Context: an optimization exercise on an open-source flow, tuned for small area and few clock cycles. The choices shown serve that exercise and are no tape-out recipe. Function was checked by simulation only, so behaviour that the tests miss may differ from the original. Power figures rest on the tool's default switching activity, not on a simulated workload.

<file path="flow/design.v">
module md5_msg_sched #(
    parameter logic [31:0] IV_A = 32'h67452301,
    parameter logic [31:0] IV_B = 32'hEFCDAB89,
    parameter logic [31:0] IV_C = 32'h98BADCFE,
    parameter logic [31:0] IV_D = 32'h10325476
) (
    input  logic            clk,
    input  logic            reset,
    input  logic            in_valid,
    input  logic [7:0]      in_data,
    input  logic            in_last,
    output logic            in_ready,
    output logic            core_start,
    output logic [511:0]    core_block,
    output logic [31:0]     core_a,
    output logic [31:0]     core_b,
    output logic [31:0]     core_c,
    output logic [31:0]     core_d,
    input  logic            core_done,
    input  logic [31:0]     core_ra,
    input  logic [31:0]     core_rb,
    input  logic [31:0]     core_rc,
    input  logic [31:0]     core_rd,
    output logic [127:0]    digest,
    output logic            digest_valid,
    output logic [7:0]      hex_data,
    output logic            hex_wren
);
    typedef enum logic [1:0] {
        ST_INIT  = 2'd0,    
        ST_FILL  = 2'd1,    
        ST_PAD80 = 2'd2,    
        ST_READY = 2'd3     
    } state_t;
    typedef enum logic [1:0] {
        K_FIN    = 2'd1,    
        K_PREPAD = 2'd2,    
        K_PAD    = 2'd3     
    } kind_t;
    state_t        state;
    kind_t         kind;
    logic          busy;        
    logic          busy_fin;    
    logic [60:0]   msg_len;     
    logic [503:0]  block;
    logic [31:0]   cha, chb, chc, chd;
    logic          hex_act;
    logic [5:0]    hex_cnt;
    logic          ch_held;     
    logic          accept, can_issue, issue_rdy, issue_63, issue, clr_all, pad_wr, len_blk, len_out;
    logic [5:0]    slot;
    logic          at63;
    assign slot      = msg_len[5:0];
    assign at63      = (state == ST_FILL) & (slot == 6'd63);
    assign ch_held   = hex_act & (hex_cnt != 6'd32);
    assign can_issue = ~busy & ~ch_held;
    assign issue_rdy = (state == ST_READY) & can_issue;
    assign in_ready  = ((state == ST_FILL) & (~at63 | can_issue)) | (issue_rdy & (kind != K_PREPAD));
    assign accept    = in_valid & in_ready;
    assign issue_63  = at63 & accept;            
    assign issue     = issue_rdy | issue_63;
    assign clr_all   = issue | (state == ST_INIT);
    assign pad_wr    = (state == ST_PAD80);
    assign len_blk   = (kind == K_FIN) | (kind == K_PAD);
    assign len_out   = (state == ST_READY) & len_blk;
    always_ff @(posedge clk or posedge reset) begin
        if (reset) begin
            state    <= ST_INIT;
            kind     <= K_FIN;
            busy     <= 1'b0;
            busy_fin <= 1'b0;
            hex_act  <= 1'b0;
        end else begin
            case (state)
                ST_INIT:  state <= ST_FILL;
                ST_PAD80: state <= ST_READY;
                ST_READY: if (issue) begin
                    if (kind == K_PREPAD) kind  <= K_PAD;
                    else                  state <= ST_FILL;
                end
                default: ;
            endcase
            if (accept & in_last) begin
                if (at63) begin
                    kind  <= K_PAD;
                    state <= ST_READY;
                end else begin
                    kind  <= (issue_rdy | (slot <= 6'd54)) ? K_FIN : K_PREPAD;
                    state <= ST_PAD80;
                end
            end
            if (issue) begin
                busy     <= 1'b1;
                busy_fin <= len_out;
            end else if (core_done) begin
                busy     <= 1'b0;
            end
            if (core_done & busy & busy_fin) hex_act <= 1'b1;
            else if (hex_act & (hex_cnt == 6'd32)) hex_act <= 1'b0;
        end
    end
    always_ff @(posedge clk) begin
        if (core_done & busy & busy_fin) hex_cnt <= 6'd0;
        else                             hex_cnt <= hex_cnt + 6'd1;
    end
    always_ff @(posedge clk) begin
        if ((state == ST_INIT) | (issue & len_out)) msg_len <= {60'd0, accept};
        else if (accept)                             msg_len <= msg_len + 61'd1;
    end
    logic [7:0] bus, bus0;
    assign bus  = clr_all ? 8'h00 : (pad_wr ? 8'h80 : in_data);
    assign bus0 = clr_all ? (issue_rdy ? (accept ? in_data : 8'h00) : (issue_63 & in_last ? 8'h80 : 8'h00))
                          : (pad_wr ? 8'h80 : in_data);
    genvar gi;
    generate
        for (gi = 0; gi < 63; gi++) begin : g_slot
            logic en;
            assign en = clr_all | ((slot == gi) & (accept | pad_wr));
            always_ff @(posedge clk) begin
                if (en) block[8*gi +: 8] <= (gi == 0) ? bus0 : bus;
            end
        end
    endgenerate
    logic [7:0] top;
    assign top = len_out ? msg_len[60:53] : ((state == ST_READY) ? {slot == 6'd63, 7'd0} : in_data);
    assign core_block = {top, block[503:451] | (len_out ? msg_len[52:0] : 53'd0), block[450:0]};
    function automatic [31:0] add32(input [31:0] x, input [31:0] y);
        reg [31:0] p, pp, gg;
        integer i, j;
        begin
            p  = x ^ y;
            pp = p;
            gg = x & y;
        for (i = 0; i < 5; i = i + 1)
            for (j = 0; j < 32; j = j + 1)
                if ((j >> i) & 1) begin
                    gg[j] = gg[j] | pp[j] & gg[((j >> i) << i) - 1];
                    pp[j] = pp[j] & pp[((j >> i) << i) - 1];
                end
            add32 = p ^ {gg[30:0], 1'b0};
        end
    endfunction
    always_ff @(posedge clk) begin
        if ((state == ST_INIT) | (hex_act & (hex_cnt == 6'd31))) begin
            cha <= IV_A;
            chb <= IV_B;
            chc <= IV_C;
            chd <= IV_D;
        end else if (core_done & busy) begin
            cha <= add32(cha, core_ra);
            chb <= add32(chb, core_rb);
            chc <= add32(chc, core_rc);
            chd <= add32(chd, core_rd);
        end
    end
    assign core_start   = issue;
    assign core_a       = cha;
    assign core_b       = chb;
    assign core_c       = chc;
    assign core_d       = chd;
    assign digest       = {chd, chc, chb, cha};
    assign digest_valid = hex_act & (hex_cnt == 6'd0);
    logic [3:0] hex_nib;
    assign hex_nib  = digest[{hex_cnt[4:1], ~hex_cnt[0], 2'b00} +: 4];
    assign hex_wren = hex_act;
    assign hex_data = hex_cnt[5] ? 8'h0D
                    : ((hex_nib < 4'd10) ? {4'h3, hex_nib} : {4'h6, hex_nib - 4'd9});
endmodule
</file>
<file path="flow/flow/run.sh">
#!/bin/bash
# Standard ORFS layout, with two changes to how it is made:
#  - the port buffers that global placement inserts are the smallest buffer (buf_1) instead of
#    the default pick; every input and output port still gets one;
#  - clock tree: clkbuf_8 buffers, larger sink clusters, no dummy loads.
set -euo pipefail
export BUFFER_PORTS_ARGS="-buffer_cell sky130_fd_sc_hd__buf_1"
export CTS_ARGS="-sink_clustering_enable -repair_clock_nets -buf_list sky130_fd_sc_hd__clkbuf_8 -sink_clustering_size 16 -sink_clustering_max_diameter 55 -dont_use_dummy_load"
bash standard.sh > standard_make.log 2>&1
</file>
<file path="flow/standard.sh">
#!/bin/bash
# synth_recipe.tcl (not shown) runs the flow's synth.tcl, then flattens the netlist and writes it again
# the make line also repeats each setting of config.mk as NAME=value (left out here)
make -C /OpenROAD-flow-scripts/flow DESIGN_CONFIG=/design/flow/config.mk WORK_HOME=/design/flow/orfs CLKGATE_MAP_FILE= SYNTH_SCRIPT=/design/flow/synth_recipe.tcl "${@:-finish}"
</file>
<file path="flow/config.mk">
export PLATFORM = sky130hd
export DESIGN_NAME = md5_msg_sched
export DESIGN_NICKNAME = md5_msg_sched
export VERILOG_FILES = /design/flow/design.v
export SDC_FILE = /design/flow/constraint.sdc
export NUM_CORES = 4
export LEC_CHECK = 0
export CAP_MARGIN = 0
export CORE_MARGIN = 2
export CORE_UTILIZATION = 45
export SLEW_MARGIN = 0
</file>
<file path="flow/constraint.sdc">
create_clock -name core_clock -period 6.0 [get_ports {clk}]
set_input_delay 1.2000 -clock core_clock [delete_from_list [all_inputs] [get_ports {clk}]]
set_output_delay 1.2000 -clock core_clock [all_outputs]
set_load 0.01 [all_outputs]
</file>
==> results of run 1 <==
==> cells in the mapped netlist (all sizes together) (54+ instances only) <==
master / n / area share (%)
inv: 64 / 0.71
dfxtp: 194 / 11
a21o: 96 / 2.1
nor2: 112 / 1.3
o21ai: 135 / 2.0
ha: 131 / 4.8
edfxtp: 505 / 45
nand3: 54 / 0.79
a21oi: 139 / 2.0
xnor2: 71 / 1.8
nand2: 214 / 2.4
clkbuf: 67 / 0.74
buf: 601 / 13
xor2: 71 / 1.8
==> power groups by stage <==
stage / combinational (uW) / sequential, uW / clock, uW
2_1_floorplan: 8200 / 9480 / 0
3_3_place_gp: 9910 / 10200 / 0
3_5_place_dp: 10000 / 10200 / 0
4_1_cts: 10100 / 10100 / 2620
5_1_grt: 10800 / 10300 / 2790
6_report: 10000 / 10100 / 2540
==> state kept, by name, indices dropped and copies added (netlist names) <==
signal and flops:
busy_fin 1, busy 1, cha 32, kind 2, chd 32, hex_cnt 6
block 504, msg_len 61, chb 32, hex_act 1, chc 32, state 2
==> placed cells by master (no fill, tap or decap), drive strengths merged, types with 3 or more instances in the layout <==
master	n
buf	971
edfxtp	505
nand2	214
dfxtp	194
a21oi	139
o21ai	135
ha	131
nor2	112
a21o	96
xnor2	71
xor2	71
clkbuf	69
inv	64
nand3	54
o211ai	41
mux4	40
or3	27
and3	24
and2	23
fa	20
nor3	20
nand4	17
a211oi	16
nor2b	15
nand2b	11
nor4	10
and4	9
a22o	8
a31oi	8
o21bai	7
o21a	7
diode	6
dfrtp	6
o31ai	6
or2	6
mux2i	4
nor3b	3
a221oi	3
==> per-stage QoR <==
step	setup WS (ns)	cell area, um2	power (uW)	util, %
final	0.814	35400	22600	47.5
after global routing	0.475	35400	23900	47.4
after CTS	0.733	35400	22800	47.4
after detailed placement	1.39	34500	20200	46.2
after global placement	1.46	34500	20100	46.2
after floorplan	-0.730	34000	17700	-
==> critical path, stage by stage, from the launching register on <==
cell and delay, ns:
dfxtp_2 1.05, mux4_2 0.61, mux4_2 0.50, mux2i_1 0.43, a21oi_1 0.27, nand2_1 0.15
xnor2_1 0.12, nand2_1 0.12, buf_1 0.15
==> metal layers <==
| metal | global-route usage [%] | part of all wire, % | vias to the layer above |
|---|---|---|---|
| met3 | 6.17 | 8.2 | 209 |
| met4 | 9.98 | 3.9 | 4 |
| met2 | 44.9 | 50 | 1154 |
| li1 | - | - | 10100 |
| met5 | 0 | 0.029 | - |
| met1 | 31.2 | 38 | 11000 |
==> worst paths after layout <==
check	start	end	slack (ns)	depth (start not counted)
worst max-delay path	hex_cnt[1]	hex_data[2]	0.81	8
worst min-delay path	reset	busy_fin	0.46	2
worst max register to register	hex_cnt[1]	block[141]	1.58	9
worst min register to register	msg_len[60]	msg_len[60]	0.50	2
max in group asynchronous	reset	kind[0]	5.24	2
min in group core_clock	msg_len[60]	msg_len[60]	0.50	2
==> logic make-up (layout without fill, tap and decap cells) <==
kind of cell             Yosys count  in the layout
AO/OA/AOI/OAI                    484            484
XOR/XNOR                         142            142
adder cells (fa/ha/maj)          151            151
buffers and inverters            732           1104
flip-flops                       706            706
multiplexers                      45             45
other                              1              7
AND/OR/NAND/NOR                  549            549
==> cell type report <==
cell class / count / area (um2) / share of cell area (%)
tap: 969 / 1210 / 3.42
multi-input combinational: 1372 / 9950 / 28.1
timing repair buffer: 971 / 3850 / 10.9
antenna: 6 / 15.0 / 0.0424
inverter: 64 / 240 / 0.678
clock buffer: 69 / 950 / 2.68
sequential: 706 / 19200 / 54.2
==> summary.txt, run 1 <==
* Gate Count Post-Synth at 2810
* Final min period at 5.19 ns
* Reg clk slew, reported paths at 0.09 ns
* Worst setup EP type: output pin
* RD Place Congestion at 0.945
* Post-synth cell types at 73
* Share of cells above drive strength 1 at 6.19%
* Status: complete, no violations
* Final setup fails at 0
* Post-cts resize count at 0
* Fin Hold WS at 0.458 ns
* DRC violations left at 0
* Vias in the first global route at 21.5k
* Final-report hold violation count at 0
* H-Tree Depth at 3
* Max-Cap Viols at 0
* CP required at 4.80 ns
* Number of placement rows at 100
* Async SR Flop Fraction at 0.992%
* First-pass GRT wire length at 148000 um
* WL/cell at 25.1 um
* DRT Wirelength at 104000 um
* Clock Skew at 0.131 ns
* Fin cells at 4157
* Initial drt markers at 2018
* Root Buffer: clkbuf_8
* Synthesized flop and latch total at 706
* Die height at 279 um
* Global Route Usage Sum at 25.9%
* Drt first pass iters at 5
* IO Port Bufs at 919
* Placed wire-length estimate at 78400 um
* Boundary Pins at 921
* RSZ-0062 raised after global routing: false
* Min-delay worst type: in2async
* Cts hold-fix bufs at 0
* Fin. max-slew vios at 0
* Critical setup path kind: reg2out
* Slew HR at 15.4%
* CP Launch Type: flip-flop
* Internal Pwr Total at 12700 uW
* Switching share of power at 44.1%
* Psw at 9980 uW
* Pwr Density at 639 nW/um2
* Filler instances at 6723
* Routed vias at 22.4k
* Setup TNS at 0 ns
* Post-synthesis sequential area ratio at 56.5%
* Post-synth EDFFs at 505
* CTS tree: yes
* Xor and xnor fraction of the mapped netlist area at 3.65%
* Largest family of logic cells by synthesized area: buffers and inverters
* Synth Area in Compound Gates at 8.82%
* Synthesized area at 34000 um2
* Mean Syn Cell Area at 12.1 um2
* Leakage at 0.0131 uW
* Clock sink count at 706
* Fmax at 0.193 GHz
* Die Span X at 279 um
* Largest net degree at the start of global routing at 71
* Post CTS Setup Buffer Count at 0
* Post-Synth Adder-Cell Area at 5.99%
* Post-synthesis mux area share at 2.80%
* GRT overflow at 0
* Initial Util at 45.6%
* TritonCTS buffer count at 69
* Syn_nets at 3102
* Clk latency of the worst-skew pair at 0.69 ns
* Post-Place Cells at 4082
* Final ANT Viol Nets at 0
* Simple-gate share of the synthesized area at 7.73%
* Area Growth Syn to Fin at 4.14%
* Worst Path Max Fanout at 35
* Worst-case clock buffer depth at 3
* Die footprint at 77900 um2
* Vias per Instance at 5.39
* Critical path arrival at 3.99 ns
* Clock power share at 11.2%
* VDD IR max at 0.400 mV
* Nets at 3476
* Post-route clock period utilization at 86.4%
* CORE AREA at 74700 um2
* Antenna violations before repair at 6
* Worst-margin pin slew at 1.26 ns
* Flop pwr share at 44.6%
* Combinational power share at 44.1%
* Ys Warns at 1
* Dominant synthesized flop cell: edfxtp_1
Testbench counts, summed over its fixed seeds: cycles 18,326.
==> run 2, diff against run 1 <==
--- a/flow/design.v
+++ b/flow/design.v
@@ -47,13 +47,16 @@
     logic          hex_act;
     logic [5:0]    hex_cnt;
     logic          ch_held;     
+    logic [11:0]   cy;          
+    logic          cy_any;
     logic          accept, can_issue, issue_rdy, issue_63, issue, clr_all, pad_wr, len_blk, len_out;
     logic [5:0]    slot;
     logic          at63;
     assign slot      = msg_len[5:0];
     assign at63      = (state == ST_FILL) & (slot == 6'd63);
     assign ch_held   = hex_act & (hex_cnt != 6'd32);
-    assign can_issue = ~busy & ~ch_held;
+    assign cy_any    = |cy;
+    assign can_issue = ~busy & ~ch_held & ~cy_any;
     assign issue_rdy = (state == ST_READY) & can_issue;
     assign in_ready  = ((state == ST_FILL) & (~at63 | can_issue)) | (issue_rdy & (kind != K_PREPAD));
     assign accept    = in_valid & in_ready;
@@ -70,6 +73,7 @@
             busy     <= 1'b0;
             busy_fin <= 1'b0;
             hex_act  <= 1'b0;
+            cy       <= 12'd0;
         end else begin
             case (state)
                 ST_INIT:  state <= ST_FILL;
@@ -97,11 +101,12 @@
             end
             if (core_done & busy & busy_fin) hex_act <= 1'b1;
             else if (hex_act & (hex_cnt == 6'd32)) hex_act <= 1'b0;
+            cy <= cy_nxt;
         end
     end
     always_ff @(posedge clk) begin
         if (core_done & busy & busy_fin) hex_cnt <= 6'd0;
-        else                             hex_cnt <= hex_cnt + 6'd1;
+        else if (~cy_any)                hex_cnt <= hex_cnt + 6'd1;
     end
     always_ff @(posedge clk) begin
         if ((state == ST_INIT) | (issue & len_out)) msg_len <= {60'd0, accept};
@@ -124,33 +129,44 @@
     logic [7:0] top;
     assign top = len_out ? msg_len[60:53] : ((state == ST_READY) ? {slot == 6'd63, 7'd0} : in_data);
     assign core_block = {top, block[503:451] | (len_out ? msg_len[52:0] : 53'd0), block[450:0]};
-    function automatic [31:0] add32(input [31:0] x, input [31:0] y);
-        reg [31:0] p, pp, gg;
-        integer i, j;
-        begin
-            p  = x ^ y;
-            pp = p;
-            gg = x & y;
-        for (i = 0; i < 5; i = i + 1)
-            for (j = 0; j < 32; j = j + 1)
-                if ((j >> i) & 1) begin
-                    gg[j] = gg[j] | pp[j] & gg[((j >> i) << i) - 1];
-                    pp[j] = pp[j] & pp[((j >> i) << i) - 1];
+    logic [127:0] ch_all, r_all, sum_all;
+    logic [11:0]  cy_nxt;
+    assign ch_all = {chd, chc, chb, cha};
+    assign r_all  = {core_rd, core_rc, core_rb, core_ra} & {128{core_done & busy}};
+    genvar gw, gb;
+    generate
+        for (gw = 0; gw < 4; gw++) begin : g_word
+            logic [32:0] c;
+            for (gb = 0; gb < 32; gb++) begin : g_bit
+                logic x, y;
+                assign x = ch_all[32*gw + gb];
+                assign y = r_all[32*gw + gb];
+                if (gb % 8 == 0) begin : g_cin
+                    if (gb == 0) begin : g_lsb
+                        assign c[gb] = 1'b0;
+                    end else begin : g_kept
+                        assign c[gb] = cy[3*gw + gb/8 - 1];
+                    end
                 end
-            add32 = p ^ {gg[30:0], 1'b0};
+                assign sum_all[32*gw + gb] = x ^ y ^ c[gb];
+                if (gb % 8 == 7) begin : g_cout
+                    if (gb != 31) begin : g_keep
+                        assign cy_nxt[3*gw + gb/8] = (x & y) | (c[gb] & (x | y));
+                    end
+                end else begin : g_carry
+                    assign c[gb+1] = (x & y) | (c[gb] & (x | y));
+                end
+            end
         end
-    endfunction
+    endgenerate
     always_ff @(posedge clk) begin
         if ((state == ST_INIT) | (hex_act & (hex_cnt == 6'd31))) begin
             cha <= IV_A;
             chb <= IV_B;
             chc <= IV_C;
             chd <= IV_D;
-        end else if (core_done & busy) begin
-            cha <= add32(cha, core_ra);
-            chb <= add32(chb, core_rb);
-            chc <= add32(chc, core_rc);
-            chd <= add32(chd, core_rd);
+        end else begin
+            {chd, chc, chb, cha} <= sum_all;
         end
     end
     assign core_start   = issue;
@@ -159,10 +175,10 @@
     assign core_c       = chc;
     assign core_d       = chd;
     assign digest       = {chd, chc, chb, cha};
-    assign digest_valid = hex_act & (hex_cnt == 6'd0);
+    assign digest_valid = hex_act & ~cy_any & (hex_cnt == 6'd0);
     logic [3:0] hex_nib;
     assign hex_nib  = digest[{hex_cnt[4:1], ~hex_cnt[0], 2'b00} +: 4];
-    assign hex_wren = hex_act;
+    assign hex_wren = hex_act & ~cy_any;
     assign hex_data = hex_cnt[5] ? 8'h0D
                     : ((hex_nib < 4'd10) ? {4'h3, hex_nib} : {4'h6, hex_nib - 4'd9});
 endmodule
--- a/flow/config.mk
+++ b/flow/config.mk
@@ -7,5 +7,5 @@
 export LEC_CHECK = 0
 export CAP_MARGIN = 0
 export CORE_MARGIN = 2
-export CORE_UTILIZATION = 45
+export CORE_UTILIZATION = 40
 export SLEW_MARGIN = 0
==> run 2 against run 1 <==
Sequential power shrank about 10%. Clock-buffer cell count grew 3. Synthesized cell count shrank 6.7%. Highest routed layer unchanged.
==> summary.txt, run 2 <==
* TritonCTS buffer count at 72
* CORE AREA at 83800 um2
* Ys Warns at 1
* Post-DP Area at 33600 um2
* WP buf/inv at 2
* Fin cells at 4011
* Syn_nets at 2899
* Gate Count Post-Synth at 2623
* Dominant synthesized flop cell: edfxtp_1
* Worst setup EP type: output pin
* Most frequent CP cell: mux4_2
* Kind of cell adding the most delay to the critical path: multiplexers
* Critical setup path kind: reg2out
* Largest net degree at the start of global routing at 100
* CTS tree: yes
* Yosys top cell area share at 44.7%
* Commonest non-fill, non-tap cells in the layout: buf_1 (918), edfxtp_1 (505), dfxtp_1 (192), fa_1 (120), and3_1 (111)
* IO Port Bufs at 919
* CP Launch Type: flip-flop
* DRC violations left at 0
* Synthesized area at 33900 um2
* Clock sink count at 718
* Die height at 295 um
* Antenna violations before repair at 17
* First-pass GRT wire length at 142000 um
* Vias in the first global route at 18.9k
* Top area cells in the synthesized netlist: edfxtp_1 (45%), buf_4 (16%), dfxtp_1 (11%)
* Biggest register: block
* Post-Place Cells at 3930
* Routed vias at 19.7k
* Clock power share at 13.6%
* Worst Path Max Fanout at 26
* Final worst setup slack at 0.882 ns
* Initial drt markers at 1398
* Die footprint at 87200 um2
* Final ANT Viol Nets at 0
* Mean Syn Cell Area at 12.9 um2
* Pwr Density at 558 nW/um2
* Leakage at 0.0126 uW
* RSZ-0062 raised after global routing: false
* DRT Wirelength at 103000 um
* Post-synthesis sequential area ratio at 57.5%
* Share of cells above drive strength 1 at 6.73%
* Final-report hold violation count at 0
* Top-count cell post-synth: buf_4
* Post-synth top cells: buf_4 (715), edfxtp_1 (505), dfxtp_1 (194)
* RD Place Congestion at 1.04
* Worst r2r src: hex_cnt[1]
* Final min period at 5.12 ns
* Min-delay worst type: reg2reg
* VDD IR max at 0.353 mV
* H-Tree Depth at 3
* Max FFs per register at 504
* Fmax at 0.195 GHz
* Hold_sp: msg_len[60]
* Status: complete, no violations
* Commonest non-fill, non-tap cell in the layout: buf_1
* Post-route clock period utilization at 85.3%
* Crit-path max cell delay at 0.88 ns
* GRT overflow at 0
* Die Span X at 295 um
* Switching share of power at 42.5%
* Initial Util at 40.5%
* Combinational power share at 39.6%
* Cell Chain, Critical Path: buf_4 > mux4_2 > mux4_2 > mux2i_1 > ha_1 > a221oi_1 > buf_1
* Worst-margin pin slew at 1.21 ns
* Reg clk slew, reported paths at 0.08 ns
* Synthesized flop and latch total at 718
* Critical path arrival at 3.92 ns
* Worst Setup SP: hex_cnt[1]
* Fin. max-slew vios at 0
* Psw at 8230 uW
* Vias per Instance at 4.92
* Cts hold-fix bufs at 0
* Post-cts resize count at 0
* Final instance area at 34700 um2
* Post CTS Setup Buffer Count at 0
* Global Route Usage Sum at 22.9%
* Final setup fails at 0
* Number of placement rows at 106
* Drt first pass iters at 5
* Post-synth EDFFs at 505
* CP required at 4.80 ns
* Worst-case clock buffer depth at 3
* Post-synth cell types at 71
* Boundary Pins at 921
* Slew HR at 18.6%
* Nets at 3146
* CP max-delay cell: dfxtp_2
* Area Growth Syn to Fin at 2.13%
* Root Buffer: clkbuf_8
* Clock Skew at 0.133 ns
* Async SR Flop Fraction at 2.65%
* Flop pwr share at 46.8%
* Internal Pwr Total at 11100 uW
* Total power at 19300 uW
* WL/cell at 25.7 um
* Largest area contributor in the netlist: edfxtp_1
* Setup TNS at 0 ns
* Placed wire-length estimate at 77700 um
* Max-Cap Viols at 0
* Place WS at 0.850 ns
* Top Registers: block (504), msg_len (61)
* Clk latency of the worst-skew pair at 0.69 ns
-- run 2: cell count changes after synthesis, moves of 37 or more --
| cell | previous run | this run |
|---|---|---|
| buf_4 | 581 | 715 |
| a21oi_1 | 139 | 16 |
| nand2_1 | 212 | 95 |
| ha_1 | 131 | 15 |
| fa_1 | 20 | 120 |
| and3_1 | 23 | 111 |
| o21ai_0 | 128 | 62 |
| xor2_1 | 71 | 28 |
| nand2b_1 | 11 | 52 |
| a21o_1 | 96 | 56 |
| and2_1 | 23 | 61 |
| o211ai_1 | 41 | 4 |
-- run 2: power groups by stage --
stage	logic [uW]	clock network (uW)	registers [uW]
4_1_cts	7750	2700	9060
6_report	7660	2630	9050
2_1_floorplan	6450	0	8590
3_5_place_dp	7720	0	9170
5_1_grt	8310	2850	9240
3_3_place_gp	7690	0	9160
-- run 2: area by class of cell --
type                    count  area (um2)
clock buffers              72         991
multi-input cells        1002        8380
flip-flops and latches    718       19500
fillers                  8005       49200
inverters                  99         377
well taps                1134        1420
diodes                      9        22.5
repair buffers            977        3940
-- run 2: routing by layer --
metal  wire (um)  GRT usage [%]  part of all wire (%)
met5         195           1.33                  0.19
met2       50700           38.5                    49
met1       40200           28.1                    39
met3        8360           6.04                   8.1
met4        3600           8.69                   3.5
-- run 2: metrics by stage --
| step | utilization (%) | hold slack [ns] |
|---|---|---|
| 6_report | 41.3 | 0.495 |
| 5_1_grt | 41.3 | 0.538 |
| 4_1_cts | 41.3 | 0.498 |
| 3_5_place_dp | 40.1 | 0.486 |
| 3_3_place_gp | 40.1 | 0.472 |
| 2_1_floorplan | - | 0.452 |
-- run 2: worst min-delay path: cells and delay by family, from the launching register on --
kind               cells  cell delay, ns
AOI/OAI and AO/OA      2            0.13
DFF                    1            0.33
-- run 2: logic make-up after synthesis --
kind of cell	after synthesis	share of synthesized area, %
buf+inv	903	18.0
flops	718	57.5
simple gates	569	9.30
compound gates	191	3.58
fa+ha+maj	135	7.63
xor+xnor	63	1.63
mux	43	2.30
other cells	1	0.0111
-- run 2: final timing paths --
| check | endpoint | slack [ns] | cells past startpoint |
|---|---|---|---|
| hold reg to reg | msg_len[60] | 0.49 | 2 |
| setup reg to reg | block[62] | 1.75 | 10 |
| setup / recovery | hex_data[1] | 0.88 | 7 |
| max in group asynchronous | busy | 5.02 | 3 |
| min in group asynchronous | cy[1] | 0.59 | 3 |
| hold / removal | msg_len[60] | 0.49 | 2 |
Testbench counts of run 2, summed over its fixed seeds: cycles 18,372.
==> run 3, diff against run 2 <==
--- a/flow/design.v
+++ b/flow/design.v
@@ -49,6 +49,8 @@
     logic          ch_held;     
     logic [11:0]   cy;          
     logic          cy_any;
+    logic [6:0]    mcy;         
+    logic          mcy_any;
     logic          accept, can_issue, issue_rdy, issue_63, issue, clr_all, pad_wr, len_blk, len_out;
     logic [5:0]    slot;
     logic          at63;
@@ -57,7 +59,8 @@
     assign ch_held   = hex_act & (hex_cnt != 6'd32);
     assign cy_any    = |cy;
     assign can_issue = ~busy & ~ch_held & ~cy_any;
-    assign issue_rdy = (state == ST_READY) & can_issue;
+    assign mcy_any   = |mcy;
+    assign issue_rdy = (state == ST_READY) & can_issue & ~mcy_any;
     assign in_ready  = ((state == ST_FILL) & (~at63 | can_issue)) | (issue_rdy & (kind != K_PREPAD));
     assign accept    = in_valid & in_ready;
     assign issue_63  = at63 & accept;            
@@ -74,6 +77,7 @@
             busy_fin <= 1'b0;
             hex_act  <= 1'b0;
             cy       <= 12'd0;
+            mcy      <= 7'd0;
         end else begin
             case (state)
                 ST_INIT:  state <= ST_FILL;
@@ -101,16 +105,37 @@
             end
             if (core_done & busy & busy_fin) hex_act <= 1'b1;
             else if (hex_act & (hex_cnt == 6'd32)) hex_act <= 1'b0;
-            cy <= cy_nxt;
+            cy  <= cy_nxt;
+            mcy <= len_clr ? 7'd0 : mcy_nxt;
         end
     end
     always_ff @(posedge clk) begin
         if (core_done & busy & busy_fin) hex_cnt <= 6'd0;
         else if (~cy_any)                hex_cnt <= hex_cnt + 6'd1;
     end
+    logic        len_clr;
+    logic [60:0] len_sum;
+    logic [6:0]  mcy_nxt;
+    assign len_clr = (state == ST_INIT) | (issue & len_out);
+    genvar gp, gq;
+    generate
+        for (gp = 0; gp < 8; gp++) begin : g_lenp
+            localparam int LO = 8*gp;
+            localparam int W  = (LO + 8 > 61) ? 61 - LO : 8;
+            logic [W:0] c;
+            assign c[0] = (gp == 0) ? accept : mcy[gp-1];
+            for (gq = 0; gq < W; gq++) begin : g_b
+                assign len_sum[LO+gq] = msg_len[LO+gq] ^ c[gq];
+                assign c[gq+1]        = msg_len[LO+gq] & c[gq];
+            end
+            if (gp < 7) begin : g_keep
+                assign mcy_nxt[gp] = c[W];
+            end
+        end
+    endgenerate
     always_ff @(posedge clk) begin
-        if ((state == ST_INIT) | (issue & len_out)) msg_len <= {60'd0, accept};
-        else if (accept)                             msg_len <= msg_len + 61'd1;
+        if (len_clr) msg_len <= {60'd0, accept};
+        else         msg_len <= len_sum;
     end
     logic [7:0] bus, bus0;
     assign bus  = clr_all ? 8'h00 : (pad_wr ? 8'h80 : in_data);
==> flow/flow/run.sh (replaced) <==
#!/bin/bash
# Standard ORFS layout, with two changes to how it is made:
#  - the port buffers that global placement inserts are the smallest buffer (buf_1) instead of
#    the default pick; every input and output port still gets one;
#  - clock tree: clkbuf_8 buffers, larger sink clusters, no dummy loads.
set -euo pipefail
export BUFFER_PORTS_ARGS="-buffer_cell sky130_fd_sc_hd__buf_1"
export CTS_ARGS="-sink_clustering_enable -repair_clock_nets -buf_list sky130_fd_sc_hd__clkbuf_8 -sink_clustering_buffer sky130_fd_sc_hd__clkbuf_4 -sink_clustering_size 10 -sink_clustering_max_diameter 35 -dont_use_dummy_load"
bash standard.sh > standard_make.log 2>&1
==> run 3 against run 2 <==
Cell count shrank 3.2%. Cell area fell by 1.6%. Wire length shrank 7.1%. Hold slack improved by 0.036 ns. Combinational power fell by 13%. Area after synthesis fell by 0.86%. Largest power group unchanged. Highest routed layer unchanged.
==> summary.txt, run 3 <==
* Status: complete, no violations
* Drt first pass iters at 5
* Yosys top cell area share at 45.0%
* Leakage at 0.0131 uW
* Worst setup EP type: output pin
* Max-Cap Viols at 0
* Max layer used: met5
* IO Port Bufs at 919
* Clock Skew at 0.136 ns
* RSZ-0062 raised after global routing: false
* TritonCTS buffer count at 109
* Commonest non-fill, non-tap cell in the layout: buf_1
* DRT Wirelength at 95800 um
* Fin Hold WS at 0.531 ns
* Min-delay worst type: reg2reg
* Post-route clock period utilization at 92.2%
* Dominant synthesized flop cell: edfxtp_1
* Syn_nets at 2839
* CP required at 4.80 ns
* Psw at 7350 uW
* Top Registers: block (504), msg_len (61)
* Flop pwr share at 47.1%
* Mean Syn Cell Area at 13.4 um2
* Switching share of power at 42.6%
* Nets at 3131
* VDD IR max at 0.351 mV
* H-Tree Depth at 3
* Final ANT Viol Nets at 0
* Clock sink count at 725
* Root Buffer: clkbuf_8
* Pwr Density at 506 nW/um2
* Post-synth top cells: buf_4 (718), edfxtp_1 (504), dfxtp_1 (195)
* Cts hold-fix bufs at 0
* Number of placement rows at 106
* Final setup fails at 0
* DRC violations left at 0
* Post CTS Setup Buffer Count at 0
* Post-synth EDFFs at 504
* CTS tree: yes
* Worst-margin pin slew at 1.08 ns
* Initial Util at 40.3%
* Max FFs per register at 504
* Combinational power share at 38.5%
* Slew HR at 27.8%
* First-pass GRT wire length at 133000 um
* Metal3 WL at 9140 um
* Vias per Instance at 4.86
* Critical path arrival at 4.33 ns
* Commonest non-fill, non-tap cells in the layout: buf_1 (918), edfxtp_1 (504), dfxtp_1 (194), and2_1 (128), fa_1 (120)
* Layout Utilization at 40.9%
* Largest area contributor in the netlist: edfxtp_1
* Ys Warns at 1
* Clk latency of the worst-skew pair at 0.75 ns
* RD Place Congestion at 0.932
* Top area cells in the synthesized netlist: edfxtp_1 (45%), buf_4 (16%), dfxtp_1 (12%)
* Gate Count Post-Synth at 2507
* Synthesized area at 33600 um2
* Worst-case clock buffer depth at 3
* Setup TNS at 0 ns
* Final min period at 5.53 ns
* Biggest register: block
* Place WS at 0.487 ns
* Share of cells above drive strength 1 at 7.72%
* Post-cts resize count at 0
* WL met2 at 44800 um
* Top-count cell post-synth: buf_4
* Critical setup path kind: reg2out
* Die Span X at 294 um
* Initial drt markers at 1441
* GRT overflow at 0
* Vias in the first global route at 18.1k
* Fmax at 0.181 GHz
* Worst Path Max Fanout at 18
* Final-report hold violation count at 0
* Die footprint at 86400 um2
* Internal Pwr Total at 9920 uW
* Global Route Usage Sum at 21.4%
* Die height at 294 um
* Routed vias at 18.9k
* WL met1 at 39800 um
* Antenna violations before repair at 8
* Post-synth cell types at 63
* Reg clk slew, reported paths at 0.08 ns
* Final worst setup slack at 0.467 ns
* Post-synthesis sequential area ratio at 58.5%
* Synthesized flop and latch total at 725
* CP Launch Type: flip-flop
* Fin. max-slew vios at 0
* CORE AREA at 83400 um2
* Placed wire-length estimate at 71300 um
* Boundary Pins at 921
* WL/cell at 24.7 um
* Clock power share at 14.4%
* Largest net degree at the start of global routing at 100
* Area Growth Syn to Fin at 1.41%
* Async SR Flop Fraction at 3.59%
[run 3: changes by cell type after synthesis, moves of 18 or more]
cell      delta
and2_1      +67
clkbuf_1    -21
ha_1        +56
mux2i_1     +22
nand3_1     -42
nand4_1     -18
nor4_1      -25
o21ai_0     -48
o21ai_1     -19
xnor2_1     -27
xor2_1      -21
[run 3: path summary, 6_finish.rpt]
kind                       startpoint          end  slack, ns  cells after the start
setup / recovery           hex_cnt[1]  hex_data[1]       0.47                      7
hold / removal               busy_fin     busy_fin       0.53                      1
setup reg to reg                 busy      cha[15]       1.63                     14
hold reg to reg              busy_fin     busy_fin       0.53                      1
max in group asynchronous       reset       cy[11]       4.95                      3
min in group asynchronous       reset       mcy[2]       0.59                      3
[run 3: routing by layer]
| metal | vias up | track usage (%) |
|---|---|---|
| li1 | 8325 | - |
| met1 | 9465 | 29.0 |
| met2 | 929 | 33.3 |
| met3 | 139 | 6.30 |
| met4 | 6 | 6.15 |
| met5 | - | 0 |
[run 3: worst max-delay path, stage by stage, from the launching register on]
cell and delay, ns:
dfxtp_1 0.63, buf_4 0.39, mux4_2 0.62, mux4_2 0.47, mux2i_1 0.43, ha_1 0.33, a221oi_1 0.49, buf_1 0.28
[run 3: cell type report]
type / instances / area (um2)
inverters: 90 / 338
multi-input cells: 902 / 7980
clock buffers: 109 / 875
diodes: 5 / 12.5
flip-flops and latches: 725 / 19700
repair buffers: 971 / 3870
well taps: 1080 / 1350
fillers: 7922 / 49300
[run 3: stage by stage]
| step | power, uW | cells | area (um2) |
|---|---|---|---|
| finish | 17300 | 3882 | 34100 |
| global route | 18200 | 3881 | 34100 |
| CTS | 17400 | 3877 | 34100 |
| detailed placement | 14900 | 3768 | 33200 |
| global placement | 14900 | 3768 | 33200 |
| floorplan | 13100 | 2507 | 33600 |
[run 3: cells by family after synthesis]
logic type	after synthesis	synth area share (%)
AOI/OAI and AO/OA	134	2.91
xor gates and xnor gates	15	0.391
adders and majority gates	191	9.78
buffers and inverters	880	18.0
DFF	725	58.5
muxes	57	2.27
other	1	0.0111
and+or+nand+nor	504	8.12
[run 3: power by group through the flow]
stage | combinational (uW) | sequential [uW] | clock, uW
global placement | 6630 | 8230 | 0
detailed placement | 6650 | 8250 | 0
CTS | 6670 | 8140 | 2570
global route | 7190 | 8250 | 2760
finish | 6640 | 8140 | 2480
floorplan | 5380 | 7700 | 0
Testbench counts of run 3, summed over its fixed seeds: cycles 18,372.
==> run 4, diff against run 3 <==
==> flow/flow/run.sh (replaced) <==
#!/bin/bash
# Standard ORFS layout, with two changes to how it is made:
#  - the port buffers that global placement inserts are the smallest buffer (buf_1) instead of
#    the default pick; every input and output port still gets one;
#  - clock tree: clkbuf_8 buffers, larger sink clusters, no dummy loads.
set -euo pipefail
export BUFFER_PORTS_ARGS="-buffer_cell sky130_fd_sc_hd__buf_1"
export CTS_ARGS="-sink_clustering_enable -repair_clock_nets -buf_list sky130_fd_sc_hd__clkbuf_8 -sink_clustering_buffer sky130_fd_sc_hd__clkbuf_4 -sink_clustering_size 12 -sink_clustering_max_diameter 30 -dont_use_dummy_load"
bash standard.sh > standard_make.log 2>&1
==> run 4 against run 3 <==
Critical endpoint unchanged. Wire length grew 0.58%. Still clean on timing, DRC and antenna. Highest routed layer unchanged. Sequential power barely moved. Critical path depth did not move. Hold slack worse by 0.059 ns. Via count increased by 0.87%. Register-to-register slack is essentially flat. Largest power group unchanged. Critical path type unchanged. Total power is 2.2% higher. Synthesized cell count unchanged. Sequential share of layout area decreased by 0.51 points. Combinational power about the same.
==> summary.txt, run 4 <==
* Final ANT Viol Nets at 0
* Clk latency of the worst-skew pair at 0.83 ns
* CP required at 4.80 ns
* GRT overflow at 0
* Pwr Density at 513 nW/um2
* Dominant synthesized flop cell: edfxtp_1
* Largest net degree at the start of global routing at 100
* Initial Util at 40.3%
* Fin. max-slew vios at 0
* Share of cells above drive strength 1 at 8.80%
* Status: complete, no violations
* Fmax at 0.179 GHz
* Internal Pwr Total at 10200 uW
* Die footprint at 86400 um2
* Post-synth top cells: buf_4 (718), edfxtp_1 (504), dfxtp_1 (195)
* Synthesized area at 33600 um2
* VDD IR max at 0.356 mV
* Async SR Flop Fraction at 3.59%
* Min-delay worst type: in2async
* Max FFs per register at 504
* H-Tree Depth at 4
* Nets at 3164
* Total power at 17700 uW
* Mean Syn Cell Area at 13.4 um2
* Layout Utilization at 41.3%
* Worst reg2reg path depth at 10
* RD Place Congestion at 0.932
* Cts hold-fix bufs at 0
* Largest area contributor in the netlist: edfxtp_1
* Gate Count Post-Synth at 2507
* Reg clk slew, reported paths at 0.08 ns
* Commonest non-fill, non-tap cell in the layout: buf_1
* Commonest non-fill, non-tap cells in the layout: buf_1 (918), edfxtp_1 (504), dfxtp_1 (194), and2_1 (128), clkbuf_4 (125)
* Post-synthesis sequential area ratio at 58.5%
* Antenna violations before repair at 8
* Final min period at 5.59 ns
* Final setup fails at 0
* Die height at 294 um
* Post-synth EDFFs at 504
* TritonCTS buffer count at 142
* Syn_nets at 2839
* CTS tree: yes
* Biggest register: block
* Max-Cap Viols at 0
* Placed wire-length estimate at 71300 um
* Top Registers: block (504), msg_len (61)
* Post-cts resize count at 0
* Clock power share at 16.3%
* CP max-delay cell: dfxtp_1
* Number of placement rows at 106
* Worst setup EP type: output pin
* Leakage at 0.0133 uW
* Post CTS Setup Buffer Count at 0
* RSZ-0062 raised after global routing: false
* Psw at 7420 uW
* Clock sink count at 725
* Fin Hold WS at 0.471 ns
* Vias per Instance at 4.86
* Worst-case clock buffer depth at 3
* Most frequent CP cell: mux4_2
* Synthesized flop and latch total at 725
* CORE AREA at 83400 um2
* Clock Skew at 0.108 ns
* Yosys top cell area share at 45.0%
* Combinational power share at 37.5%
* Die Span X at 294 um
* WL/cell at 24.6 um
* Final-report hold violation count at 0
* Post-route clock period utilization at 93.1%
* Post-synth cell types at 63
* Worst-margin pin slew at 1.13 ns
* Top area cells in the synthesized netlist: edfxtp_1 (45%), buf_4 (16%), dfxtp_1 (12%)
* IO Port Bufs at 919
* Boundary Pins at 921
* Crit-path max cell delay at 0.64 ns
* Drt first pass iters at 8
* CP Launch Type: flip-flop
* Root Buffer: clkbuf_8
* Slew HR at 24.6%
* Ys Warns at 1
* DRT Wirelength at 96300 um
* DRC violations left at 0
* Cell Chain, Critical Path: buf_4 > mux4_2 > mux4_2 > mux2i_1 > ha_1 > a221oi_1 > buf_1
* Initial drt markers at 1412
* Global Route Usage Sum at 21.7%
* First-pass GRT wire length at 133000 um
* Critical path arrival at 4.39 ns
* Area Growth Syn to Fin at 2.31%
* Critical setup path kind: reg2out
* Setup TNS at 0 ns
* Top-count cell post-synth: buf_4
* Routed vias at 19.0k
* Switching share of power at 42.1%
* Flop pwr share at 46.2%
* Vias in the first global route at 18.3k
* Worst Path Max Fanout at 18
run 4: cell types whose count changed in the layout (fill, tap and decap cells not counted):
cell / change
clkbuf_8: +8
clkbuf_4: +25
diode_2: +2
run 4: routing by layer:
| metal | GRT usage [%] | vias up | share of wire, % |
|---|---|---|---|
| li1 | - | 8402 | - |
| met1 | 29.0 | 9499 | 41 |
| met2 | 33.0 | 979 | 46 |
| met3 | 7.42 | 143 | 9.4 |
| met4 | 6.72 | 6 | 2.5 |
| met5 | 1.13 | - | 0.17 |
run 4: worst max-delay path, delay by kind of cell, from the launching register on:
family,cells,cell delay [ns]
mux,3,1.46
fa+ha+maj,1,0.31
flops,1,0.64
compound gates,1,0.52
buf+inv,2,0.66
run 4: kinds of logic (layout without fill, tap and decap cells):
| group | Yosys count | after routing | synth area share, % |
|---|---|---|---|
| other | 1 | 8 | 0.0111 |
| multiplexers | 57 | 57 | 2.27 |
| AO/OA/AOI/OAI | 134 | 134 | 2.91 |
| adder cells (fa/ha/maj) | 191 | 191 | 9.78 |
| XOR/XNOR | 15 | 15 | 0.391 |
| AND/OR/NAND/NOR | 504 | 504 | 8.12 |
| buffers and inverters | 880 | 1203 | 18.0 |
| flip-flops | 725 | 725 | 58.5 |
run 4: worst paths after layout:
path                            start          end  slack (ns)
setup / recovery           hex_cnt[1]  hex_data[1]        0.41
hold / removal                  reset       mcy[4]        0.47
setup reg to reg           hex_cnt[1]   block[355]        1.62
hold reg to reg              busy_fin     busy_fin        0.51
max in group asynchronous       reset         busy        5.02
min in group core_clock      busy_fin     busy_fin        0.51
run 4: final cells by class:
class	instances	area, um2
clock buffers	142	1170
multi-input cells	902	7980
diodes	7	17.5
inverters	90	338
repair buffers	971	3870
flip-flops and latches	725	19700
well taps	1080	1350
fillers	7899	49000
run 4: power by group through the flow:
stage	Combinational [uW]	Clock [uW]	Sequential, uW
floorplan	5380	0	7700
global placement	6630	0	8230
detailed placement	6650	0	8250
CTS	6670	3000	8140
global route	7190	3210	8260
finish	6620	2880	8150
run 4: through the flow:
| step | setup slack [ns] | area, um2 | std cells |
|---|---|---|---|
| CTS | 0.440 | 34400 | 3910 |
| global route | 0.313 | 34400 | 3916 |
| floorplan | 0.802 | 33600 | 2507 |
| global placement | 0.550 | 33200 | 3768 |
| finish | 0.412 | 34400 | 3917 |
| detailed placement | 0.487 | 33200 | 3768 |
==> run 5, diff against run 4 <==
==> flow/flow/run.sh (replaced) <==
#!/bin/bash
# Standard ORFS layout, with two changes to how it is made:
#  - the port buffers that global placement inserts are the smallest buffer (buf_1) instead of
#    the default pick; every input and output port still gets one;
#  - clock tree: clkbuf_8 buffers, larger sink clusters, no dummy loads.
set -euo pipefail
export BUFFER_PORTS_ARGS="-buffer_cell sky130_fd_sc_hd__buf_1"
export CTS_ARGS="-sink_clustering_enable -repair_clock_nets -buf_list sky130_fd_sc_hd__clkbuf_8 -sink_clustering_size 16 -sink_clustering_max_diameter 55 -dont_use_dummy_load"
bash standard.sh > standard_make.log 2>&1
==> run 5 against run 4 <==
Still clean on timing, DRC and antenna. Sequential power barely moved. Cell count fell by 1.9%. Clock power fell by 8.0%. Maximum frequency rose by 2.1%. Clock skew rose by 0.024 ns. Utilization fell by 0.24 points. Critical path depth did not move. Critical endpoint unchanged.
==> summary.txt, run 5 <==
* Status: complete, no violations
* Critical path arrival at 4.27 ns
* Reg2Reg Capture Point: block[355]
* TritonCTS buffer count at 71
* Final min period at 5.47 ns
* Simple-gate share of the synthesized area at 8.12%
* Vias in the first global route at 17.8k
* Area Growth Syn to Fin at 1.71%
* CP required at 4.80 ns
* Async SR Flop Fraction at 3.59%
* Global Route Usage Sum at 21.3%
* Leakage at 0.0131 uW
* Root Buffer: clkbuf_8
* Clock sink count at 725
* Die footprint at 86400 um2
* Worst path depth at 7
* Post-Synth Adder-Cell Area at 9.78%
* Final ANT Viol Nets at 0
* Dominant synthesized flop cell: edfxtp_1
* Slew HR at 25.4%
* Max FFs per register at 504
* Crit-path max cell delay at 0.65 ns
* Worst Setup SP: hex_cnt[1]
* Top Registers: block (504), msg_len (61)
* Placed wire-length estimate at 71300 um
* Syn_nets at 2839
* WP buf/inv at 2
* Setup TNS at 0 ns
* Post-Place Cells at 3768
* Total power at 17400 uW
* Worst-case clock buffer depth at 3
* Post-synth EDFFs at 504
* Share of cells above drive strength 1 at 6.45%
* Post-synthesis mux area share at 2.27%
* Yosys top cell area share at 45.0%
* Fmax at 0.183 GHz
* RD Place Congestion at 0.932
* Number of placement rows at 106
* IO Port Bufs at 919
* Min-delay worst type: reg2reg
* Reg clk slew, reported paths at 0.08 ns
* Post-synth top cells: buf_4 (718), edfxtp_1 (504), dfxtp_1 (195)
* Clock Skew at 0.132 ns
* Cts hold-fix bufs at 0
* Most frequent CP cell: mux4_2
* First-pass GRT wire length at 132000 um
* Synthesized flop and latch total at 725
* Die height at 294 um
* Worst-margin pin slew at 1.12 ns
* Register Area at 19700 um2
* RSZ-0062 raised after global routing: false
* VDD IR max at 0.356 mV
* Area of the multi-input gates at 7980 um2
* Cell Chain, Critical Path: buf_4 > mux4_2 > mux4_2 > mux2i_1 > ha_1 > a221oi_1 > buf_1
* CTS tree: yes
* Nets at 3093
* Kind of cell adding the most delay to the critical path: multiplexers
* Worst setup EP type: output pin
* Gate Count Post-Synth at 2507
* Filler instances at 7880
* Top area cells in the synthesized netlist: edfxtp_1 (45%), buf_4 (16%), dfxtp_1 (12%)
* Xor and xnor fraction of the mapped netlist area at 0.391%
* Pwr Density at 509 nW/um2
* Post-synth cell types at 63
* Final setup fails at 0
* Post-route clock period utilization at 91.2%
* Clk latency of the worst-skew pair at 0.71 ns
* Initial Util at 40.3%
* Vias per Instance at 4.85
* Antenna violations before repair at 7
* Place WS at 0.487 ns
* Final worst setup slack at 0.529 ns
* Routed vias at 18.6k
* CP max-delay cell: dfxtp_1
* Fin cells at 3843
* Drt first pass iters at 5
* Post CTS Setup Buffer Count at 0
* Layout Utilization at 41.0%
* Worst r2r src: hex_cnt[1]
* Max-Cap Viols at 0
* Commonest non-fill, non-tap cells in the layout: buf_1 (918), edfxtp_1 (504), dfxtp_1 (194), and2_1 (128), fa_1 (120)
* Initial drt markers at 1459
* Biggest register: block
* Final-report hold violation count at 0
* Boundary Pins at 921
* Worst reg-to-reg setup slack at 1.58 ns
* GRT overflow at 0
* DRT Wirelength at 95800 um
* Post-cts resize count at 0
* H-Tree Depth at 3
* Largest net degree at the start of global routing at 100
* Die Span X at 294 um
* End of the critical path: hex_data[1]
* Worst reg2reg path depth at 10
* Synth Area in Compound Gates at 2.91%
* Synthesized area at 33600 um2
* Ys Warns at 1
* Worst Path Max Fanout at 18
* CORE AREA at 83400 um2
* Fin. max-slew vios at 0
* Post-synthesis sequential area ratio at 58.5%
* Critical setup path kind: reg2out
* Commonest non-fill, non-tap cell in the layout: buf_1
* CP Launch Type: flip-flop
* Top-count cell post-synth: buf_4
* Mean Syn Cell Area at 13.4 um2
* Largest family of logic cells by synthesized area: buffers and inverters
* WL/cell at 24.9 um
* DRC violations left at 0
* Largest area contributor in the netlist: edfxtp_1
[run 5: area by class of cell]
class	count	area share [%]
Sequential cell	725	57.6
Multi-Input combinational cell	902	23.3
Timing Repair Buffer	971	11.3
Tap cell	1080	3.95
Clock buffer	71	2.86
Inverter	90	0.987
Antenna cell	4	0.0293
[run 5: stage by stage]
step	instance area (um2)	hold slack, ns
detailed placement	33200	0.510
CTS	34200	0.527
finish	34200	0.519
global route	34200	0.565
global placement	33200	0.507
floorplan	33600	0.473
[run 5: worst reg2reg max path, cell delays in order (launching register included)]
cell and delay [ns]:
dfxtp_1 0.65, buf_4 0.39, inv_1 0.12, ha_1 0.19
nor2b_1 0.16, a31oi_4 0.33, a211oi_2 0.09, or2_2 0.51
buf_4 0.29, nor3_2 0.51, buf_4 0.68
[run 5: worst min path at each step]
stage	startpoint	endpoint	depth (start not counted)
3_5_place_dp	busy_fin	busy_fin	1
6_report	busy_fin	busy_fin	1
4_1_cts	busy_fin	busy_fin	1
2_1_floorplan	busy_fin	busy_fin	1
3_3_place_gp	busy_fin	busy_fin	1
5_1_grt	busy_fin	busy_fin	1
[run 5: per-layer routing]
| metal | up-vias | GRT usage [%] | wire [um] |
|---|---|---|---|
| met3 | 137 | 6.23 | 8430 |
| met2 | 849 | 33.1 | 44600 |
| met4 | 4 | 5.96 | 2210 |
| met5 | - | 0 | 30 |
| li1 | 8200 | - | - |
| met1 | 9459 | 29.0 | 40500 |
[run 5: cells by family after synthesis]
logic type | after synthesis
fa+ha+maj | 191
xor+xnor | 15
flops | 725
compound gates | 134
mux | 57
buf+inv | 880
other cells | 1
simple gates | 504
[run 5: report_power, final]
part	leakage, uW	internal [uW]	switching [uW]
registers	0.00657	7090	1060
clock network	0.000511	1050	1590
logic	0.00599	1930	4700
==> run 6, diff against run 5 <==
==> flow/flow/run.sh (replaced) <==
#!/bin/bash
# Standard ORFS layout, with two changes to how it is made:
#  - the port buffers that global placement inserts are the smallest buffer (buf_1) instead of
#    the default pick; every input and output port still gets one;
#  - clock tree: clkbuf_8 buffers, larger sink clusters, no dummy loads.
set -euo pipefail
export BUFFER_PORTS_ARGS="-buffer_cell sky130_fd_sc_hd__buf_1"
export CTS_ARGS="-sink_clustering_enable -repair_clock_nets -buf_list sky130_fd_sc_hd__clkbuf_8 -sink_clustering_size 18 -sink_clustering_max_diameter 60 -dont_use_dummy_load"
bash standard.sh > standard_make.log 2>&1
==> run 6 against run 5 <==
Utilization is 0.22 points lower. Synthesized cell count stayed put. Flip-flop and latch count stayed put. Register-to-register slack better by 0.07 ns. Clock skew is 0.031 ns lower. Maximum frequency is 0.29% lower. Critical path depth stayed put. Cell count is 0.42% lower. Setup slack worse by 0.016 ns.
==> summary.txt, run 6 <==
* Slew HR at 25.0%
* Post-synth EDFFs at 504
* IO Port Bufs at 919
* Post-synth cell types at 63
* Final min period at 5.49 ns
* CP max-delay cell: dfxtp_1
* Hold_sp: busy_fin
* CP required at 4.80 ns
* Share of cells above drive strength 1 at 6.01%
* TritonCTS buffer count at 58
* RD Place Congestion at 0.932
* Status: complete, no violations
* Final setup fails at 0
* CORE AREA at 83400 um2
* Synthesized area at 33600 um2
* Post CTS Setup Buffer Count at 0
* Clock sink count at 725
* Top area cells in the synthesized netlist: edfxtp_1 (45%), buf_4 (16%), dfxtp_1 (12%)
* Worst Path Max Fanout at 18
* Die footprint at 86400 um2
* Largest net degree at the start of global routing at 100
* Synthesized flop and latch total at 725
* Cts hold-fix bufs at 0
* Min-delay worst type: reg2reg
* Critical setup path kind: reg2out
* Max FFs per register at 504
* Setup TNS at 0 ns
* Worst Setup SP: hex_cnt[1]
* Clock Skew at 0.101 ns
* Post-synth top cells: buf_4 (718), edfxtp_1 (504), dfxtp_1 (195)
* Async SR Flop Fraction at 3.59%
* Initial drt markers at 1495
* Final instance area at 34000 um2
* Ys Warns at 1
* First-pass GRT wire length at 132000 um
* Leakage at 0.0130 uW
* Critical path arrival at 4.29 ns
* Placed wire-length estimate at 71300 um
* DRC violations left at 0
* Die Span X at 294 um
* Global Route Usage Sum at 21.1%
* Largest area contributor in the netlist: edfxtp_1
* Commonest non-fill, non-tap cells in the layout: buf_1 (918), edfxtp_1 (504), dfxtp_1 (194), and2_1 (128), fa_1 (120)
* Most frequent CP cell: mux4_2
* Reg clk slew, reported paths at 0.08 ns
* Filler instances at 7889
* Worst reg2reg path depth at 10
* Drt first pass iters at 5
* DRT Wirelength at 95100 um
* Nets at 3080
* Top-count cell post-synth: buf_4
* CTS tree: yes
* Die height at 294 um
* WL/cell at 24.8 um
* Pwr Density at 504 nW/um2
* H-Tree Depth at 2
* Post-route clock period utilization at 91.4%
* Post-cts resize count at 0
* Commonest non-fill, non-tap cell in the layout: buf_1
* Syn_nets at 2839
* Worst r2r src: hex_cnt[1]
* Crit-path max cell delay at 0.66 ns
* Routed vias at 18.6k
* Worst-margin pin slew at 1.12 ns
* Fmax at 0.182 GHz
* Root Buffer: clkbuf_8
* Initial Util at 40.3%
* Gate Count Post-Synth at 2507
* Fin. max-slew vios at 0
* Vias per Instance at 4.87
* Clk latency of the worst-skew pair at 0.71 ns
* Vias in the first global route at 17.6k
* Cell Chain, Critical Path: buf_4 > mux4_2 > mux4_2 > mux2i_1 > ha_1 > a221oi_1 > buf_1
* Mean Syn Cell Area at 13.4 um2
* VDD IR max at 0.353 mV
* Register Area at 19700 um2
* Max-Cap Viols at 0
* Final-report hold violation count at 0
* Worst Hold Path Cells at 1
* Area Growth Syn to Fin at 1.16%
* Post-synthesis sequential area ratio at 58.5%
* Dominant synthesized flop cell: edfxtp_1
* Biggest register: block
* Boundary Pins at 921
* Number of placement rows at 106
* Antenna violations before repair at 5
* Post-DP Area at 33200 um2
* Worst-case clock buffer depth at 3
* Area of the multi-input gates at 7980 um2
* Final ANT Viol Nets at 0
* GRT overflow at 0
* CP Launch Type: flip-flop
* Yosys top cell area share at 45.0%
* Top Registers: block (504), msg_len (61)
* Worst setup EP type: output pin
* RSZ-0062 raised after global routing: false
==> run 6: power breakdown <==
| part | switching [uW] | total (uW) | internal, uW | leakage [uW] |
|---|---|---|---|---|
| logic | 4690 | 6630 | 1930 | 0.00599 |
| registers | 1060 | 8140 | 7080 | 0.00657 |
| clock network | 1510 | 2370 | 857 | 0.000417 |
==> run 6: kinds of logic after synthesis <==
family / Yosys count / share of synthesized area (%)
multiplexers: 57 / 2.27
other: 1 / 0.0111
XOR/XNOR: 15 / 0.391
flip-flops: 725 / 58.5
AO/OA/AOI/OAI: 134 / 2.91
adder cells (fa/ha/maj): 191 / 9.78
buffers and inverters: 880 / 18.0
AND/OR/NAND/NOR: 504 / 8.12
==> run 6: final timing paths <==
| check | endpoint | slack (ns) |
|---|---|---|
| max | hex_data[1] | 0.51 |
| min | busy_fin | 0.52 |
| max reg2reg | block[355] | 1.65 |
| min reg2reg | busy_fin | 0.52 |
| max in group asynchronous | cy[0] | 4.92 |
| min in group asynchronous | cy[5] | 0.63 |
==> run 6: final cells by class <==
cell class | count | share of cell area [%]
Antenna cell | 1 | 0.00735
Tap cell | 1080 | 3.97
Multi-Input combinational cell | 902 | 23.4
Clock buffer | 58 | 2.35
Timing Repair Buffer | 971 | 11.4
Sequential cell | 725 | 57.9
Inverter | 90 | 0.993
==> run 6: critical path: cells and delay by family (launching register included) <==
kind | cells | cell delay, ns
multiplexers | 3 | 1.48
flip-flops | 1 | 0.66
AO/OA/AOI/OAI | 1 | 0.52
adder cells (fa/ha/maj) | 1 | 0.32
buffers and inverters | 2 | 0.67
==> run 6: through the flow <==
stage / power, uW / instances / worst slack (ns) / utilization [%] / hold WS (ns)
floorplan: 13100 / 2507 / 0.802 / - / 0.473
global placement: 14900 / 3768 / 0.550 / 39.8 / 0.507
detailed placement: 14900 / 3768 / 0.487 / 39.8 / 0.510
CTS: 17200 / 3826 / 0.603 / 40.8 / 0.527
global route: 18000 / 3827 / 0.482 / 40.8 / 0.565
finish: 17100 / 3827 / 0.513 / 40.8 / 0.519
==> run 6: per-layer routing <==
layer  up-vias  share of wire (%)  GRT usage, %
li1       8166                  -             -
met1      9424                 43          30.1
met2       921                 47          33.5
met3       107                8.4          4.18
met4         4                1.8          4.39
met5         -              0.032             0

static timing again, ports no longer ideal:
How much do the figures lean on ideal ports? The routed layouts below were timed once more, with nothing changed but the port constraints.
Step 1, drivers: a clkbuf_16 drives clk and a buf_2 each remaining input, both assumed.
Step 2 adds t to the input delays and takes it off the output delays; t is the mean of the earliest and latest rising clock arrival at the registers after step 1. Input paths then give back, and output paths get back, about the clock's delay inside the block.
Three values: ideal, step 1, step 2; two values: the first two.
run	t (ns)	setup slack, ns	worst register clock-pin slew, ns	worst data-port slew with drivers (ns)
run 1	0.685	0.814 / 0.752 / 1.437	0.10 / 0.10	0.11
run 2	0.689	0.882 / 0.818 / 0.760	0.11 / 0.11	0.19
run 3	0.723	0.467 / 0.419 / 0.486	0.11 / 0.11	0.12
run 4	0.825	0.412 / 0.360 / 0.474	0.11 / 0.11	0.11
run 5	0.679	0.529 / 0.482 / 0.492	0.10 / 0.10	0.12
run 6	0.706	0.513 / 0.462 / 0.470	0.12 / 0.12	0.10
After both steps setup and hold are still met in every run listed. The setup slack of run 2, which loses most, moves by -0.064 ns with the drivers and by -0.122 ns with both steps.
